Context: an optimization exercise on an open-source flow, tuned for small area and a short achievable clock period. The choices shown serve that exercise and are no tape-out recipe.
RTL that was checked went through simulation tests only; none was proved equivalent to the original.
Power and IR drop assume default switching activity.

==> module int64_to_fp64, before the edit <==
module int64_to_fp64 #(
    parameter int TAG_W = 4
) (
    input  logic                 clk,
    input  logic                 load,
    input  logic [63:0]          in_data,
    input  logic [TAG_W-1:0]     in_tag,
    output logic [63:0]          q_word,
    output logic                 q_sticky,
    output logic [TAG_W-1:0]     q_tag
);
    logic        s;
    logic [63:0] x;
    logic [63:0] d;
    logic [5:0]  lzd;
    logic [63:0] xs [0:6];
    logic        low_nz;
    logic        is_zero;
    logic        pow2neg;
    logic [10:0] exp_v;
    logic [63:0] nxt_word;
    assign x = in_data;
    assign s = x[63];
    assign d[0] = 1'b1;
    assign d[63:1] = x[63:1] ^ x[62:0];
    lzc64 u_lzc (.v(d), .cnt(lzd));
    assign xs[0] = x;
    for (genvar j = 0; j < 6; j++) begin : g_sh
        localparam int D = 1 << (5 - j);
        assign xs[j+1] = lzd[5-j] ? {xs[j][63-D:0], {D{1'b0}}} : xs[j];
    end
    assign low_nz  = |xs[6][9:0];
    assign is_zero = (x == 64'd0);
    assign pow2neg = s && !(|(~x[63:1] & x[62:0]));
    assign exp_v   = 11'd1085 - 11'(lzd) + 11'(pow2neg);
    assign nxt_word = {s, exp_v & {11{!is_zero}}, xs[6][61:10]};
    always_ff @(posedge clk) begin
        if (load) begin
            q_word    <= nxt_word;
            q_sticky  <= low_nz;
            q_tag     <= in_tag;
        end
    end
endmodule
Settings: LEC_CHECK=0, ABC_AREA=1, CAP_MARGIN=20, CORE_MARGIN=2, CORE_UTILIZATION=40, SETUP_SLACK_MARGIN=3.0, SLEW_MARGIN=20; clock period 7.0 ns.
standard.sh (not shown) runs the stock make flow with config.mk's settings and CLKGATE_MAP_FILE= SYNTH_SCRIPT=/design/flow/synth_recipe.tcl, a recipe that flattens the netlist after the stock synthesis.
==> flow/flow/run.sh <==
#!/bin/bash
# The standard layout, with the port buffers made as buf_1 cells instead of
# the buffer_ports default (a slow delay cell on this platform).
set -euo pipefail
export BUFFER_PORTS_ARGS="-buffer_cell sky130_fd_sc_hd__buf_1"
bash standard.sh > flow_standard.log 2>&1
Rerun with:
--- a/flow/design.v
+++ b/flow/design.v
@@ -105,10 +105,15 @@
         assign xs[j+1] = lzd[5-j] ? {xs[j][63-D:0], {D{1'b0}}} : xs[j];
     end
     assign low_nz  = |xs[6][9:0];
     assign is_zero = (x == 64'd0);
-    assign pow2neg = s && !(|(~x[63:1] & x[62:0]));
-    assign exp_v   = 11'd1085 - 11'(lzd) + 11'(pow2neg);
+    assign pow2neg = s && !(|(d[63:1] & ~x[63:1]));
+    always_comb begin
+        exp_v = '0;
+        for (int i = 0; i < 64; i++) begin
+            if (lzd == 6'(i)) exp_v = pow2neg ? 11'(1086 - i) : 11'(1085 - i);
+        end
+    end
     assign nxt_word = {s, exp_v & {11{!is_zero}}, xs[6][61:10]};
     always_ff @(posedge clk) begin
         if (load) begin
             q_word    <= nxt_word;
- sequential share of layout area falls by 4.1 points
- clock-buffer cell count climbs by 1
- die area is higher by 2.1%
- via count went up by 8.2%
- cell area went up by 23%
- synthesized cell count drops by 2.3%
- final cell count is higher by 4.0%
- register-to-register slack degrades by 0.16 ns
- total power goes up by 11%
- combinational power rose by 29%
- critical path depth increases by 12
- setup slack gets worse by 1.3 ns
- sequential power stays flat
For the second run of this note, only the layout was checked, not whether the RTL still works.

## lane 1
Another version of the RTL of fpcvt_top (not shown whole).
For scale: about 140 flip-flops, ~18000 sq um of cells after synthesis.
## fpcvt_top
module fpcvt_top #(
    parameter int TAG_W = 4
) (
    input  logic                         clk,
    input  logic                         rst,
    input  logic                         f2i_valid,
    output logic                         f2i_ready,
    input  logic [63:0]                  f2i_data,
    input  logic [TAG_W-1:0]             f2i_tag,
    input  logic                         i2f_valid,
    output logic                         i2f_ready,
    input  logic [63:0]                  i2f_data,
    input  logic [TAG_W-1:0]             i2f_tag,
    output logic                         res_valid,
    input  logic                         res_ready,
    output logic [63:0]                  res_data,
    output logic [fpcvt_pkg::FLAG_W-1:0] res_flags,
    output logic [TAG_W-1:0]             res_tag,
    output logic                         res_src
);
clock: 7.0 ns
lec_check: 0
abc_area: 1
cap_margin: 20
core_margin: 2
core_utilization: 40
setup_slack_margin: 2.7
slew_margin: 20
Scripts as last shown in full above: flow/flow/run.sh
Input changes introduced in lane 2 (baseline for comparison: lane 1):
==> flow/design.v, changed modules only <==
module int64_to_fp64 #(
    parameter int TAG_W = 4
) (
    input  logic                 clk,
    input  logic                 load,
    input  logic [63:0]          in_data,
    input  logic [TAG_W-1:0]     in_tag,
    output logic [63:0]          q_word,
    output logic                 q_sticky,
    output logic [TAG_W-1:0]     q_tag
);
    logic        s;
    logic [63:0] x;
    logic [63:0] d;
    logic [5:0]  lzd;
    logic [63:0] xs [0:6];
    logic        low_nz;
    logic        is_zero;
    logic        pow2neg;
    logic [10:0] exp_v;
    logic [63:0] nxt_word;
    assign x = in_data;
    assign s = x[63];
    assign d[0] = 1'b1;
    assign d[63:1] = x[63:1] ^ x[62:0];
    lzc64 u_lzc (.v(d), .cnt(lzd));
    assign xs[0] = x;
    for (genvar j = 0; j < 6; j++) begin : g_sh
        localparam int D = 1 << (5 - j);
        assign xs[j+1] = lzd[5-j] ? {xs[j][63-D:0], {D{1'b0}}} : xs[j];
    end
    assign low_nz  = |xs[6][9:0];
    assign is_zero = (x == 64'd0);
    assign pow2neg = s && !(|(~x[63:1] & x[62:0]));
    assign exp_v   = 11'd1085 - 11'(lzd) + 11'(pow2neg);
    assign nxt_word = {s, exp_v & {11{!is_zero}}, xs[6][61:10]};
    always_ff @(posedge clk) begin
        if (load) begin
            q_word    <= nxt_word;
            q_sticky  <= low_nz;
            q_tag     <= in_tag;
        end
    end
endmodule
module result_arbiter #(
    parameter int TAG_W = 4
) (
    input  logic                         clk,
    input  logic                         rst,
    input  logic                         f2i_valid,
    output logic                         f2i_ready,
    input  logic                         i2f_valid,
    output logic                         i2f_ready,
    output logic                         load0,
    output logic                         load1,
    input  logic [63:0]                  word0,
    input  logic                         sign0,
    input  logic [fpcvt_pkg::FLAG_W-1:0] flags0,
    input  logic [TAG_W-1:0]             tag0,
    input  logic [63:0]                  word1,
    input  logic                         sticky1,
    input  logic [TAG_W-1:0]             tag1,
    output logic                         res_valid,
    input  logic                         res_ready,
    output logic [63:0]                  res_data,
    output logic [fpcvt_pkg::FLAG_W-1:0] res_flags,
    output logic [TAG_W-1:0]             res_tag,
    output logic                         res_src
);
    logic held0, held1, prio, grant1;
    logic n_held0, n_held1, n_prio;
    logic take0, take1, xfer;
    logic [63:0] below0, below1;
    logic [63:0] r0, r1;
    assign res_valid = held0 | held1;
    assign res_src   = grant1;
    assign take0     = res_ready & !grant1;
    assign take1     = res_ready & grant1;
    assign f2i_ready = !held0 | take0;
    assign i2f_ready = !held1 | take1;
    assign load0     = f2i_valid & f2i_ready;
    assign load1     = i2f_valid & i2f_ready;
    assign xfer      = res_valid & res_ready;
    always_comb begin
        n_held0 = load0 | (held0 & !take0);
        n_held1 = load1 | (held1 & !take1);
        n_prio  = xfer ? !grant1 : prio;
        if (rst) begin
            n_held0 = 1'b0;
            n_held1 = 1'b0;
            n_prio  = 1'b0;
        end
    end
    always_ff @(posedge clk) begin
        held0  <= n_held0;
        held1  <= n_held1;
        prio   <= n_prio;
        grant1 <= n_held1 & (!n_held0 | n_prio);
    end
    function automatic [63:0] below_of;
        input [63:0] v;
        input        st;
        logic [63:0] p;
        p = {v[62:0], st};
        for (int l = 0; l < 6; l++) begin
            for (int i = 0; i < 64; i++) begin
                if ((i >> l) & 1)
                    p[i] = p[i] | p[((i >> l) << l) - 1];
            end
        end
        below_of = p;
    endfunction
    assign below0 = below_of(word0, 1'b0);
    assign below1 = below_of({12'd0, word1[51:0]}, sticky1);
    assign r0 = word0 ^ ({64{sign0}} & below0);
    assign r1 = {word1[63:52], word1[51:0] ^ ({52{word1[63]}} & below1[51:0])};
    assign res_data  = grant1 ? r1 : r0;
    assign res_flags = grant1 ? {2'b00, sticky1} : flags0;
    assign res_tag   = grant1 ? tag1 : tag0;
endmodule
// module cond_neg removed
==> comparison <==
- Between lane 2 and lane 1, it is lane 2 whose maximum vdd drop is lower, by 20%.
- Between lane 1 and lane 2, the flow reports met3 wire length decreasing by a few percent.
- Lane 2 gives more post-synthesis compound-gate area fraction than lane 1 did.
- Lane 2 against lane 1: utilization went up by 0.25 points, portion of the layout cell area used by non-clock buffers went up by 0.62 points.
- Compared with lane 1, lane 2 is the more power-hungry design.
- Final critical-path required period was higher in lane 1 than in lane 2.
- Between lane 2 and lane 1, the clock power share is lower for lane 1.
The RTL of lane 1 was laid out without a check of its function.

fpcvt_top, a different RTL version from the one above (not shown whole).
For scale: ~3100 cells after synthesis, about 150 flip-flops, ~220 I/O pins, roughly 18000 um^2 of cells after synthesis.
==> module fp64_to_int64, before the edit <==
module fp64_to_int64 #(
    parameter int TAG_W = 4
) (
    input  logic                          clk,
    input  logic                          load,
    input  logic [63:0]                   in_data,
    input  logic [TAG_W-1:0]              in_tag,
    output logic [63:0]                   q_word,
    output logic                          q_sign,
    output logic [fpcvt_pkg::FLAG_W-1:0]  q_flags,
    output logic [TAG_W-1:0]              q_tag
);
    logic        s;
    logic [10:0] e;
    logic [51:0] m;
    logic        m_nz;
    logic        is_nan, in_rng, shifted, sat, exact_min, below_one, at_one;
    logic [5:0]  amt;
    logic [64:0] sh [0:6];
    logic [6:0]  st;
    logic        inexact_n;
    logic [63:0] nxt_word;
    logic [fpcvt_pkg::FLAG_W-1:0] nxt_flags;
    assign s = in_data[63];
    assign e = in_data[62:52];
    assign m = in_data[51:0];
    assign m_nz = |m;
    assign is_nan    = (e == 11'h7ff) && m_nz;
    assign in_rng    = e[10] && (e[9:6] == 4'd0);
    assign shifted   = in_rng && (e[5:1] != 5'h1f);
    assign sat       = e[10] && !shifted && !is_nan;
    assign exact_min = (e == 11'd1086) && s && !m_nz;
    assign below_one = !e[10] && (e[9:0] != 10'h3ff);
    assign at_one    = !e[10] && (e[9:0] == 10'h3ff);
    assign amt   = ~e[5:0];
    assign sh[0] = {1'b1, m, 12'd0};
    assign st[0] = 1'b0;
    for (genvar j = 0; j < 6; j++) begin : g_sh
        localparam int D = 1 << j;
        assign sh[j+1] = amt[j] ? {{D{1'b0}}, sh[j][64:D]} : sh[j];
        assign st[j+1] = st[j] | (amt[j] & (|sh[j][D-1:0]));
    end
    assign inexact_n = st[6];
    always_comb begin
        nxt_word = '0;
        if (shifted) nxt_word = sh[6][63:0];
        if (at_one)  nxt_word[0] = 1'b1;
        if (sat)     nxt_word = s ? 64'h8000_0000_0000_0000 : 64'h7fff_ffff_ffff_ffff;
    end
    always_comb begin
        nxt_flags = '0;
        nxt_flags[fpcvt_pkg::FLAG_INVALID]  = is_nan;
        nxt_flags[fpcvt_pkg::FLAG_OVERFLOW] = sat && !exact_min;
        nxt_flags[fpcvt_pkg::FLAG_INEXACT]  = (below_one && ((e != 11'd0) || m_nz))
                                            || (at_one && m_nz)
                                            || (shifted && inexact_n);
    end
    always_ff @(posedge clk) begin
        if (load) begin
            q_word  <= nxt_word;
            q_sign  <= s;
            q_flags <= nxt_flags;
            q_tag   <= in_tag;
        end
    end
endmodule
==> module result_arbiter, before the edit <==
module result_arbiter #(
    parameter int TAG_W = 4
) (
    input  logic                         clk,
    input  logic                         rst,
    input  logic                         f2i_valid,
    output logic                         f2i_ready,
    input  logic                         i2f_valid,
    output logic                         i2f_ready,
    output logic                         load0,
    output logic                         load1,
    input  logic [63:0]                  word0,
    input  logic                         sign0,
    input  logic [fpcvt_pkg::FLAG_W-1:0] flags0,
    input  logic [TAG_W-1:0]             tag0,
    input  logic [63:0]                  word1,
    input  logic                         sticky1,
    input  logic [TAG_W-1:0]             tag1,
    output logic                         res_valid,
    input  logic                         res_ready,
    output logic [63:0]                  res_data,
    output logic [fpcvt_pkg::FLAG_W-1:0] res_flags,
    output logic [TAG_W-1:0]             res_tag,
    output logic                         res_src
);
    logic held0, held1, prio, grant1;
    logic n_held0, n_held1, n_prio;
    logic take0, take1, xfer;
    logic [63:0] below0, below1;
    logic [63:0] r0, r1;
    assign res_valid = held0 | held1;
    assign res_src   = grant1;
    assign take0     = res_ready & !grant1;
    assign take1     = res_ready & grant1;
    assign f2i_ready = !held0 | take0;
    assign i2f_ready = !held1 | take1;
    assign load0     = f2i_valid & f2i_ready;
    assign load1     = i2f_valid & i2f_ready;
    assign xfer      = res_valid & res_ready;
    always_comb begin
        n_held0 = load0 | (held0 & !take0);
        n_held1 = load1 | (held1 & !take1);
        n_prio  = xfer ? !grant1 : prio;
        if (rst) begin
            n_held0 = 1'b0;
            n_held1 = 1'b0;
            n_prio  = 1'b0;
        end
    end
    always_ff @(posedge clk) begin
        held0  <= n_held0;
        held1  <= n_held1;
        prio   <= n_prio;
        grant1 <= n_held1 & (!n_held0 | n_prio);
    end
    function automatic [63:0] below_of;
        input [63:0] v;
        input        st;
        logic [63:0] p;
        p = {v[62:0], st};
        for (int l = 0; l < 6; l++) begin
            for (int i = 0; i < 64; i++) begin
                if ((i >> l) & 1)
                    p[i] = p[i] | p[((i >> l) << l) - 1];
            end
        end
        below_of = p;
    endfunction
    assign below0 = below_of(word0, 1'b0);
    assign below1 = below_of({12'd0, word1[51:0]}, sticky1);
    assign r0 = word0 ^ ({64{sign0}} & below0);
    assign r1 = {word1[63:52], word1[51:0] ^ ({52{word1[63]}} & below1[51:0])};
    assign res_data  = grant1 ? r1 : r0;
    assign res_flags = grant1 ? {2'b00, sticky1} : flags0;
    assign res_tag   = grant1 ? tag1 : tag0;
endmodule
export LEC_CHECK = 0
export ABC_AREA = 1
export CAP_MARGIN = 20
export CORE_MARGIN = 2
export CORE_UTILIZATION = 40
export SETUP_SLACK_MARGIN = 2.7
export SLEW_MARGIN = 20
create_clock -name core_clock -period 7.0 [get_ports {clk}]
Scripts as last shown in full above: flow/flow/run.sh
Edit:
--- a/flow/design.v
+++ b/flow/design.v
@@ -42,13 +42,13 @@
     assign at_one    = !e[10] && (e[9:0] == 10'h3ff);
     assign amt   = ~e[5:0];
     assign sh[0] = {1'b1, m, 12'd0};
     assign st[0] = 1'b0;
     for (genvar j = 0; j < 6; j++) begin : g_sh
-        localparam int D = 1 << j;
-        assign sh[j+1] = amt[j] ? {{D{1'b0}}, sh[j][64:D]} : sh[j];
-        assign st[j+1] = st[j] | (amt[j] & (|sh[j][D-1:0]));
+        localparam int D = 1 << (5 - j);
+        assign sh[j+1] = amt[5-j] ? {{D{1'b0}}, sh[j][64:D]} : sh[j];
+        assign st[j+1] = st[j] | (amt[5-j] & (|sh[j][D-1:0]));
     end
     assign inexact_n = st[6];
     always_comb begin
         nxt_word = '0;
         if (shifted) nxt_word = sh[6][63:0];
@@ -177,11 +177,10 @@
     output logic                         res_src
 );
     logic held0, held1, prio, grant1;
     logic n_held0, n_held1, n_prio;
     logic take0, take1, xfer;
-    logic [63:0] below0, below1;
     logic [63:0] r0, r1;
     assign res_valid = held0 | held1;
     assign res_src   = grant1;
     assign take0     = res_ready & !grant1;
     assign take1     = res_ready & grant1;
@@ -204,30 +203,36 @@
         held0  <= n_held0;
         held1  <= n_held1;
         prio   <= n_prio;
         grant1 <= n_held1 & (!n_held0 | n_prio);
     end
-    function automatic [63:0] below_of;
-        input [63:0] v;
-        input        st;
-        logic [63:0] p;
-        p = {v[62:0], st};
-        for (int l = 0; l < 6; l++) begin
-            for (int i = 0; i < 64; i++) begin
+    cond_neg #(.W(64)) u_neg0 (.v(word0), .st(1'b0), .neg(sign0), .r(r0));
+    cond_neg #(.W(52)) u_neg1 (.v(word1[51:0]), .st(sticky1), .neg(word1[63]), .r(r1[51:0]));
+    assign r1[63:52] = word1[63:52];
+    assign res_data  = grant1 ? r1 : r0;
+    assign res_flags = grant1 ? {2'b00, sticky1} : flags0;
+    assign res_tag   = grant1 ? tag1 : tag0;
+endmodule
+module cond_neg #(
+    parameter int W = 64
+) (
+    input  logic [W-1:0] v,
+    input  logic         st,
+    input  logic         neg,
+    output logic [W-1:0] r
+);
+    logic [W-1:0] p;
+    always_comb begin
+        p = {v[W-2:0], st};
+        for (int l = 0; (1 << l) < W; l++) begin
+            for (int i = 0; i < W; i++) begin
                 if ((i >> l) & 1)
                     p[i] = p[i] | p[((i >> l) << l) - 1];
             end
         end
-        below_of = p;
-    endfunction
-    assign below0 = below_of(word0, 1'b0);
-    assign below1 = below_of({12'd0, word1[51:0]}, sticky1);
-    assign r0 = word0 ^ ({64{sign0}} & below0);
-    assign r1 = {word1[63:52], word1[51:0] ^ ({52{word1[63]}} & below1[51:0])};
-    assign res_data  = grant1 ? r1 : r0;
-    assign res_flags = grant1 ? {2'b00, sticky1} : flags0;
-    assign res_tag   = grant1 ? tag1 : tag0;
+    end
+    assign r = v ^ ({W{neg}} & p);
 endmodule
 `timescale 1ns/10ps
 module fpcvt_top #(
     parameter int TAG_W = 4
 ) (
Outcome: The new run finished with timing, DRC and antenna clean. Combinational power fell by a few percent. Routed wire length fell slightly. Maximum frequency fell slightly. Critical path depth rose by 2. Hold slack improves by 0.039 ns. Final area fell slightly. Worst setup slack degrades by 0.028 ns.
No run of this note included a check of the RTL's function; only the layout flow was run.

==> separate check: timing with driven ports <==
Ports are ideal in the flow. The routed layouts listed here were re-timed in OpenROAD.
Step 1 (the two cells are an assumption about what drives the block):
set clk [get_ports {clk}]
set_driving_cell -lib_cell sky130_fd_sc_hd__clkbuf_16 $clk
set_driving_cell -lib_cell sky130_fd_sc_hd__buf_2 [delete_from_list [all_inputs] $clk]
Step 2 times the ports against the registers' clock, not the clock port: input delays grow and output delays shrink by t, the midpoint of the rising clock arrivals with the driver on.
Three values: no drivers, after step 1, after step 2; two values: the first two.
| run | t, ns | setup WS [ns] | worst setup path at the end | worst data-port slew with drivers (ns) |
|---|---|---|---|---|
| the first run of note 1 | 0.502 | 2.693 / 2.633 / 2.632 | input to register | 0.08 |
| the second run of note 1 | 0.493 | 1.399 / 1.347 / 1.707 | input to register | 0.07 |
| lane 1 | 0.487 | 2.623 / 2.570 / 2.443 | input to register | 0.04 |
| lane 2 | 0.485 | 2.748 / 2.699 / 2.356 | input to register | 0.08 |
| the first run of note 3 | 0.496 | 2.606 / 2.552 / 2.367 | input to register | 0.05 |
| the second run of note 3 | 0.490 | 2.579 / 2.524 / 2.368 | input to register | 0.04 |
After both steps setup and hold are still met in every run listed. For lane 2, which loses most, drivers alone change the setup slack by -0.049 ns; drivers and shift together by -0.392 ns.
